What follows belongs to an exercise in optimizing a design on an open flow for small area, a short achievable clock period and few clock cycles; a production flow would make more cautious choices.
Only simulation tests tie the RTL to the original design; equivalence was not proved.
Power is estimated from default activity; no workload was simulated.

### flow/run.sh
#!/bin/bash
# synth_recipe.tcl (not shown) runs the flow's synth.tcl, then flattens the netlist and writes it again
# the make line also repeats each setting of config.mk as NAME=value (left out here)
make -C /OpenROAD-flow-scripts/flow DESIGN_CONFIG=/design/flow/config.mk WORK_HOME=/design/flow/orfs CLKGATE_MAP_FILE= SYNTH_SCRIPT=/design/flow/synth_recipe.tcl finish
### flow/config.mk
export PLATFORM = sky130hd
export DESIGN_NAME = frame_writer_top
export DESIGN_NICKNAME = frame_writer_top
export VERILOG_FILES = /design/flow/design.v
export SDC_FILE = /design/flow/constraint.sdc
export NUM_CORES = 4
export LEC_CHECK = 0
export CAP_MARGIN = 20
export CORE_MARGIN = 2
export CORE_UTILIZATION = 40
export SLEW_MARGIN = 20
### flow/constraint.sdc
create_clock -name core_clock -period 4.0 [get_ports {aclk}]
set_input_delay 0.8000 -clock core_clock [delete_from_list [all_inputs] [get_ports {aclk}]]
set_output_delay 0.8000 -clock core_clock [all_outputs]
set_load 0.01 [all_outputs]
### flow/design.v
`default_nettype none
package frame_writer_pkg;
    localparam int pixel_width     = 24;
    localparam int pixels_per_word = 4;
    localparam int pixel_bus_width = pixel_width * pixels_per_word;
    localparam int half_width      = pixel_bus_width / 2;
    typedef logic [pixel_bus_width-1:0] pixel_bus_t;
    typedef logic [pixel_bus_width:0]   pixel_word_t;
    typedef logic [31:0] axi_addr_t;
    typedef logic [63:0] axi_data_t;
    typedef logic [1:0]  axi_resp_t;
    localparam int burst_beats     = 8;
    localparam int words_per_burst = 4;
    localparam int bank_shift  = 27;
    localparam int num_buffers = 3;
    typedef logic [1:0] buf_idx_t;
    localparam axi_resp_t resp_okay = 2'b00;
    typedef enum logic [1:0] {
        idle,
        data,
        addr,
        resp
    } write_state_t;
endpackage
`default_nettype wire
`default_nettype none
module video_capture (
    input  logic                      aclk,
    input  logic                      rstn,
    input  logic                      ivs,
    input  logic                      ide,
    input  frame_writer_pkg::pixel_bus_t  pixels,
    output logic                      push,
    output frame_writer_pkg::pixel_word_t word
);
    logic ivs_d;
    logic ide_d;
    logic armed;
    logic frame_start;
    assign frame_start = ide & ~ide_d & armed;
    assign push = ide;
    assign word = {pixels, frame_start};
    always_ff @(posedge aclk) begin
        if (!rstn) begin
            ivs_d <= 1'b0;
            ide_d <= 1'b0;
            armed <= 1'b0;
        end else begin
            ivs_d <= ivs;
            ide_d <= ide;
            if (ivs & ~ivs_d) begin
                armed <= 1'b1;
            end
            if (frame_start) begin
                armed <= 1'b0;
            end
        end
    end
endmodule
`default_nettype wire
`default_nettype none
module pixel_fifo #(
    parameter int depth = 16
) (
    input  logic                          aclk,
    input  logic                          rstn,
    input  logic                          push,
    input  frame_writer_pkg::pixel_word_t din,
    input  logic                          pop,
    output frame_writer_pkg::pixel_word_t dout,
    output logic                          burst_ready,
    output logic                          overflow
);
    localparam int ptr_w = $clog2(depth);
    frame_writer_pkg::pixel_word_t mem [depth];
    logic [ptr_w-1:0] wr_ptr;
    logic [ptr_w-1:0] rd_ptr;
    logic [ptr_w:0]   count;
    logic             full;
    logic             do_push;
    logic             do_pop;
    assign full    = (count == (ptr_w + 1)'(depth));
    assign do_push = push & ~full;
    assign do_pop  = pop & (count != '0);
    assign dout = mem[rd_ptr];
    assign burst_ready = (count >= (ptr_w + 1)'(frame_writer_pkg::words_per_burst));
    always_ff @(posedge aclk) begin
        if (do_push) begin
            mem[wr_ptr] <= din;
        end
    end
    always_ff @(posedge aclk) begin
        if (!rstn) begin
            wr_ptr   <= '0;
            rd_ptr   <= '0;
            count    <= '0;
            overflow <= 1'b0;
        end else begin
            overflow <= push & full;
            if (do_push) begin
                wr_ptr <= wr_ptr + 1'b1;
            end
            if (do_pop) begin
                rd_ptr <= rd_ptr + 1'b1;
            end
            case ({do_push, do_pop})
                2'b10:   count <= count + 1'b1;
                2'b01:   count <= count - 1'b1;
                default: count <= count;
            endcase
        end
    end
endmodule
`default_nettype wire
`default_nettype none
module frame_buffer_addr #(
    parameter int addr_width = 32
) (
    input  logic                        aclk,
    input  logic                        rstn,
    input  logic                        frame_start_pop,
    input  logic                        aw_accept,
    output frame_writer_pkg::axi_addr_t awaddr
);
    localparam int idx_last = frame_writer_pkg::num_buffers - 1;
    frame_writer_pkg::buf_idx_t buf_idx;
    frame_writer_pkg::buf_idx_t next_idx;
    logic [addr_width-1:0] addr_q;
    logic [addr_width-1:0] next_base;
    assign next_idx = (buf_idx == frame_writer_pkg::buf_idx_t'(idx_last)) ?
                      '0 : buf_idx + 1'b1;
    assign next_base = addr_width'(next_idx) << frame_writer_pkg::bank_shift;
    assign awaddr = frame_writer_pkg::axi_addr_t'(addr_q);
    always_ff @(posedge aclk) begin
        if (!rstn) begin
            buf_idx <= '0;
            addr_q  <= '0;
        end else if (frame_start_pop) begin
            buf_idx <= next_idx;
            addr_q  <= next_base;
        end else if (aw_accept) begin
            addr_q <= addr_q + addr_width'(frame_writer_pkg::burst_beats);
        end
    end
endmodule
`default_nettype wire
`default_nettype none
module burst_writer (
    input  logic                          aclk,
    input  logic                          rstn,
    input  logic                          burst_ready,
    input  frame_writer_pkg::pixel_word_t word,
    input  logic                          wready,
    input  logic                          awready,
    input  logic                          bvalid,
    input  frame_writer_pkg::axi_resp_t   bresp,
    output logic                          pop,
    output logic                          frame_start_pop,
    output logic                          wvalid,
    output logic                          wlast,
    output logic                          awvalid,
    output logic                          aw_accept,
    output logic                          bready,
    output logic                          write_err,
    output frame_writer_pkg::axi_data_t   wdata
);
    localparam int half  = frame_writer_pkg::half_width;
    localparam int cnt_w = $clog2(frame_writer_pkg::burst_beats);
    frame_writer_pkg::write_state_t state;
    logic [half-1:0]  hi_q;
    logic             hi_beat;
    logic [cnt_w-1:0] beat_cnt;
    logic             w_accept;
    logic             b_accept;
    assign w_accept  = wvalid & wready;
    assign b_accept  = bvalid & bready;
    assign aw_accept = awvalid & awready;
    assign awvalid = (state == frame_writer_pkg::addr);
    assign bready  = (state == frame_writer_pkg::resp);
    assign pop             = (state == frame_writer_pkg::data) & ~wvalid;
    assign frame_start_pop = pop & word[0];
    assign wlast = (beat_cnt == cnt_w'(frame_writer_pkg::burst_beats - 1));
    always_ff @(posedge aclk) begin
        if (!rstn) begin
            state     <= frame_writer_pkg::idle;
            write_err <= 1'b0;
        end else begin
            write_err <= 1'b0;
            case (state)
                frame_writer_pkg::idle: begin
                    if (burst_ready) begin
                        state <= frame_writer_pkg::data;
                    end
                end
                frame_writer_pkg::data: begin
                    if (w_accept & wlast) begin
                        state <= frame_writer_pkg::addr;
                    end
                end
                frame_writer_pkg::addr: begin
                    if (aw_accept) begin
                        state <= frame_writer_pkg::resp;
                    end
                end
                frame_writer_pkg::resp: begin
                    if (b_accept) begin
                        write_err <= (bresp != frame_writer_pkg::resp_okay);
                        state     <= frame_writer_pkg::idle;
                    end
                end
                default: begin
                    state <= frame_writer_pkg::idle;
                end
            endcase
        end
    end
    always_ff @(posedge aclk) begin
        if (pop) begin
            wdata <= frame_writer_pkg::axi_data_t'({word[0], word[half:1]});
            hi_q  <= word[2*half:half+1];
        end else if (w_accept & ~hi_beat) begin
            wdata <= frame_writer_pkg::axi_data_t'(hi_q);
        end
    end
    always_ff @(posedge aclk) begin
        if (!rstn) begin
            wvalid  <= 1'b0;
            hi_beat <= 1'b0;
        end else if (pop) begin
            wvalid  <= 1'b1;
            hi_beat <= 1'b0;
        end else if (w_accept) begin
            if (hi_beat) begin
                wvalid <= 1'b0;
            end
            hi_beat <= 1'b1;
        end
    end
    always_ff @(posedge aclk) begin
        if (!rstn) begin
            beat_cnt <= '0;
        end else if (state != frame_writer_pkg::data) begin
            beat_cnt <= '0;
        end else if (w_accept) begin
            beat_cnt <= beat_cnt + 1'b1;
        end
    end
endmodule
`default_nettype wire
`default_nettype none
module frame_writer_top #(
    parameter int fifo_depth = 16,
    parameter int addr_width = 32
) (
    input  logic                         aclk,
    input  logic                         rstn,
    input  logic                         ivs,
    input  logic                         ide,
    input  frame_writer_pkg::pixel_bus_t pixels,
    output frame_writer_pkg::axi_addr_t  awaddr,
    output logic [3:0]                   awlen,
    output logic                         awvalid,
    input  logic                         awready,
    output frame_writer_pkg::axi_data_t  wdata,
    output logic                         wlast,
    output logic                         wvalid,
    input  logic                         wready,
    input  frame_writer_pkg::axi_resp_t  bresp,
    input  logic                         bvalid,
    output logic                         bready,
    output logic                         write_err,
    output logic                         overflow
);
    logic                          push;
    frame_writer_pkg::pixel_word_t push_word;
    logic                          pop;
    frame_writer_pkg::pixel_word_t fifo_dout;
    logic                          burst_ready;
    logic                          frame_start_pop;
    logic                          aw_accept;
    assign awlen = 4'(frame_writer_pkg::burst_beats - 1);
    video_capture u_capture (
        .aclk   (aclk),
        .rstn   (rstn),
        .ivs    (ivs),
        .ide    (ide),
        .pixels (pixels),
        .push   (push),
        .word   (push_word)
    );
    pixel_fifo #(
        .depth (fifo_depth)
    ) u_fifo (
        .aclk        (aclk),
        .rstn        (rstn),
        .push        (push),
        .din         (push_word),
        .pop         (pop),
        .dout        (fifo_dout),
        .burst_ready (burst_ready),
        .overflow    (overflow)
    );
    burst_writer u_writer (
        .aclk            (aclk),
        .rstn            (rstn),
        .burst_ready     (burst_ready),
        .word            (fifo_dout),
        .wready          (wready),
        .awready         (awready),
        .bvalid          (bvalid),
        .bresp           (bresp),
        .pop             (pop),
        .frame_start_pop (frame_start_pop),
        .wvalid          (wvalid),
        .wlast           (wlast),
        .awvalid         (awvalid),
        .aw_accept       (aw_accept),
        .bready          (bready),
        .write_err       (write_err),
        .wdata           (wdata)
    );
    frame_buffer_addr #(
        .addr_width (addr_width)
    ) u_addr (
        .aclk            (aclk),
        .rstn            (rstn),
        .frame_start_pop (frame_start_pop),
        .aw_accept       (aw_accept),
        .awaddr          (awaddr)
    );
endmodule
`default_nettype wire
==> results_dict.tcl <==
set metrics [dict create \
    synth-edff-count 1649 \
    ctsHoldBuffers 0 \
    fin_area_sq_mm 0.07508 \
    yosysSeqAreaShare_pct 78.33 \
    drive_above_1_share_pct 25.63 \
    timing.rr.start "u_fifo.count[3]" \
    min_period_ns 3.390 \
    r2r_setup_slack_ns 0.61 \
    routed_via_density 5.483 \
    hold_start "u_writer.beat_cnt[1]" \
    grt_pass1_vias 30611 \
    cp_num_buf_inv 0 \
    htreeDepth 4 \
    numCtsBuffers 166 \
    min_period_over_period_pct 84.75 \
    postLayoutCoreUtil_pct 46.70 \
    peakVddDrop_mv 0.3495 \
    port_buffers 188 \
    synth_top_cells_by_area "edfxtp_1 76%, mux4_2 17%, dfxtp_1 1.9%, nand2_1 0.98%, buf_4 0.38%" \
    worst_setup_path_end_kind "flop" \
    status "finished clean" \
    design.die.area_sq_mm 0.1651 \
    core.rowCount 147 \
    avgSynthCellArea_sq_um 23.30 \
    comb_power_share_pct 18.6 \
    critical_path.cell_chain "nor4_1 -> a21oi_1 -> ha_1 -> xor2_1 -> ha_1 -> and2_1 -> a2111oi_0 -> mux2i_1 -> o2111ai_1" \
    rr_worst_depth 9 \
    dpl_cell_area_sq_mm 0.06990 \
    synth.distinct_cells 58 \
    hpwl_um 81280 \
    antenna_found_initial 15 \
    skew_ns 0.03362 \
    ios 211 \
    dieHeight_um 406.3 \
    tightest_slew_ns 0.9201 \
    max_cap_viol_count 0 \
    cts_tree "built" \
    clkTransAtPathRegs_ns 0.06 \
    crit_slowest_cell "nor4_1" \
    cpPeakStageDelay_ns 0.79 \
    required_ns 4.69 \
    clockPowerShare_pct 33.2 \
    routedWlPerCell_um 27.15 \
    ys_warn_count 4 \
    vias 29450 \
    seqCellArea_sq_mm 0.05073 \
    cts_buffer_depth 3 \
    gp_congestion 0.8366 \
    switching_share_pct 25.25 \
    internal_power_w 0.03346 \
    nets 3193 \
    final_common_cell "edfxtp_1" \
    hold_depth 2 \
    arrival_ns 4.08 \
    grt_start_max_net_pins 87 \
    startpoint_type "flop" \
    crit_fanout 9 \
    hold_viol 0 \
    criticalPathCategory "reg2reg" \
    cpMostUsedCell "ha_1" \
    wl_um 145800 \
    cts_resized 0 \
    cts_setup_buffers 0 \
    grt_overflow 0 \
    drtIter0Drc 3285 \
    r2r_end "u_fifo.count[4]" \
    async_reset_ff_share_pct 0 \
    grtUsageTotal_pct 17.78 \
    yosys.area.top_type "edfxtp_1" \
    cts.sinks 1709 \
    cp.depth 9 \
    drc 0 \
    multi_input_area_sq_mm 0.01341 \
    die_w_um 406.3 \
    fmax_ghz 0.2950 \
    synth.top_cell.area_share_pct 76.47 \
    clock_latency_ns 0.81 \
    synthFlopType "edfxtp_1" \
    power.switching_w 0.01130 \
    antenna_left 0 \
    synth_seq_cells 1709 \
    syn2layout_area_growth_pct 15.94 \
    dr.pass1.iters 6 \
    p_per_area_mw_per_mm2 596.2 \
    synth_cells 2779 \
    min_to "u_writer.beat_cnt[1]" \
    final_cell_mix "1649 x edfxtp_1, 482 x mux4_2, 188 x clkdlybuf4s50_1, 171 x clkbuf_16, 168 x nand2_1" \
    leakage_nw 22.77 \
    slew_headroom_pct 38.10 \
    grt_pass1_wl_um 212700 \
    syn_area_sq_mm 0.06475 \
    initial_utilization_pct 40.28 \
    fp.coreArea_sq_mm 0.1608 \
    cts-root-buf "clkbuf_16" \
    slew_viol_final 0 \
    cpLargestDelayFamily "simple AND/OR/NAND/NOR gates" \
    fillers 13000 \
    hold_path.class "reg2reg" \
    seqPwrFrac_pct 48.2 \
    finalSetupViolCount 0 \
    power_w 0.04476 \
    rsz0062_at_grt "false" \
]
==> routing by layer <==
| metal | vias to the layer above | wire length (um) | track usage, % |
|---|---|---|---|
| li1 | 12266 | - | - |
| met1 | 15929 | 62650 | 25.20 |
| met2 | 1063 | 70610 | 28.50 |
| met3 | 186 | 9864 | 3.446 |
| met4 | 6 | 2670 | 4.360 |
| met5 | - | 47 | 0 |
==> cell type report <==
type / instances / share of cell area, %
Antenna cell: 8 / 0.02667
Sequential cell: 1709 / 67.58
Clock buffer: 207 / 5.906
Clock inverter: 90 / 0.9583
Inverter: 15 / 0.07833
Multi-Input combinational cell: 920 / 17.86
Tap cell: 2160 / 3.600
Timing Repair Buffer: 262 / 3.996
==> synthesized netlist by cell type (all sizes together), types with 3 or more instances <==
library cell  count
a21oi            15
and2              3
and3              5
and4              3
buf              93
clkbuf           62
dfxtp            60
edfxtp         1649
ha               14
inv              14
mux2i             8
mux4            482
nand2           169
nand2b            5
nand3            20
nand4            12
nor2             63
nor3             15
nor4              6
o2111ai           3
o211ai            4
o21ai             5
or3               3
xnor2             8
xor2             28
==> flip-flops by register name, indices dropped and copies added, names as in the netlist, 2 cells and up, named ones only <==
register and cells:
u_fifo.mem 1552, u_fifo.rd_ptr 4, u_writer.hi_q 48, u_writer.beat_cnt 3, u_addr.addr_q 29, u_fifo.wr_ptr 4
u_addr.buf_idx 2, u_writer.wdata 49, u_writer.state 2, u_fifo.count 5
==> power by group through the flow <==
stage	sequential [W]	clock, W	combinational, W
final	0.0216	0.0149	0.00832
after detailed placement	0.0220	0	0.00846
after global routing	0.0217	0.0159	0.00889
after CTS	0.0216	0.0152	0.00850
after global placement	0.0219	0	0.00833
after floorplan	0.0218	0	0.00547
==> kinds of logic (layout without fill, tap and decap cells) <==
kind of cell / after synthesis / after routing / synth area share, %
xor gates and xnor gates: 36 / 36 / 0.4869
and+or+nand+nor: 312 / 312 / 2.110
other: 2 / 30 / 0.01160
muxes: 491 / 491 / 16.91
DFF: 1709 / 1709 / 78.33
AOI/OAI and AO/OA: 45 / 45 / 0.5527
adders and majority gates: 14 / 14 / 0.2705
buffers and inverters: 170 / 574 / 1.335
==> worst min-delay path, delay by kind of cell, from the launching register on <==
kind	cells	cell delay (ns)
AO/OA/AOI/OAI	1	0.05
flip-flops	1	0.31
AND/OR/NAND/NOR	1	0.05
==> through the flow <==
| step | TNS, ns | hold WS [ns] | setup slack, ns | instances |
|---|---|---|---|---|
| after global routing | 0 | 0.5018 | 0.4989 | 5366 |
| final | 0 | 0.4671 | 0.6101 | 5371 |
| after CTS | 0 | 0.4703 | 0.7015 | 5363 |
| after floorplan | -229.90 | 0.4394 | -0.2573 | 2799 |
| after detailed placement | 0 | 0.4623 | 0.6453 | 5066 |
| after global placement | 0 | 0.4466 | 0.5852 | 5066 |
==> how the worst max path moves through the flow <==
stage,startpoint,endpoint
finish,u_fifo.count[3],u_fifo.count[4]
global route,u_fifo.count[3],u_fifo.count[4]
CTS,u_fifo.count[3],u_fifo.count[4]
detailed placement,ide,u_fifo.count[4]
global placement,ide,u_fifo.count[4]
floorplan,ide,u_fifo.mem[12][0]
Testbench counts, summed over its fixed seeds: cycles 16,350.

==> afterwards: timing with drivers on the ports <==
No port has a modelled driver above. Below, the same layout with a new extraction and two added sets of constraints.
Step 1 assumes that a clkbuf_16 drives the clock port and a buf_2 every other input.
Step 2 also shifts input and output timing later by t, the mid clock arrival at the registers, as if the neighbouring blocks saw the same clock.
Slacks: no drivers / after step 1 / after step 2; pairs: no drivers / after step 1.
t (ns): 0.879
setup WS [ns]: 0.610 / 0.610 / 0.499
worst hold slack (ns): 0.467 / 0.467 / 0.467
clock arrival spread, ns: 0.040 / 0.040
worst register clock-pin slew, ns: 0.07 / 0.07
After both steps setup and hold are still met in this run. For this run, drivers alone change the setup slack by 0.000 ns; drivers and shift together by -0.111 ns.
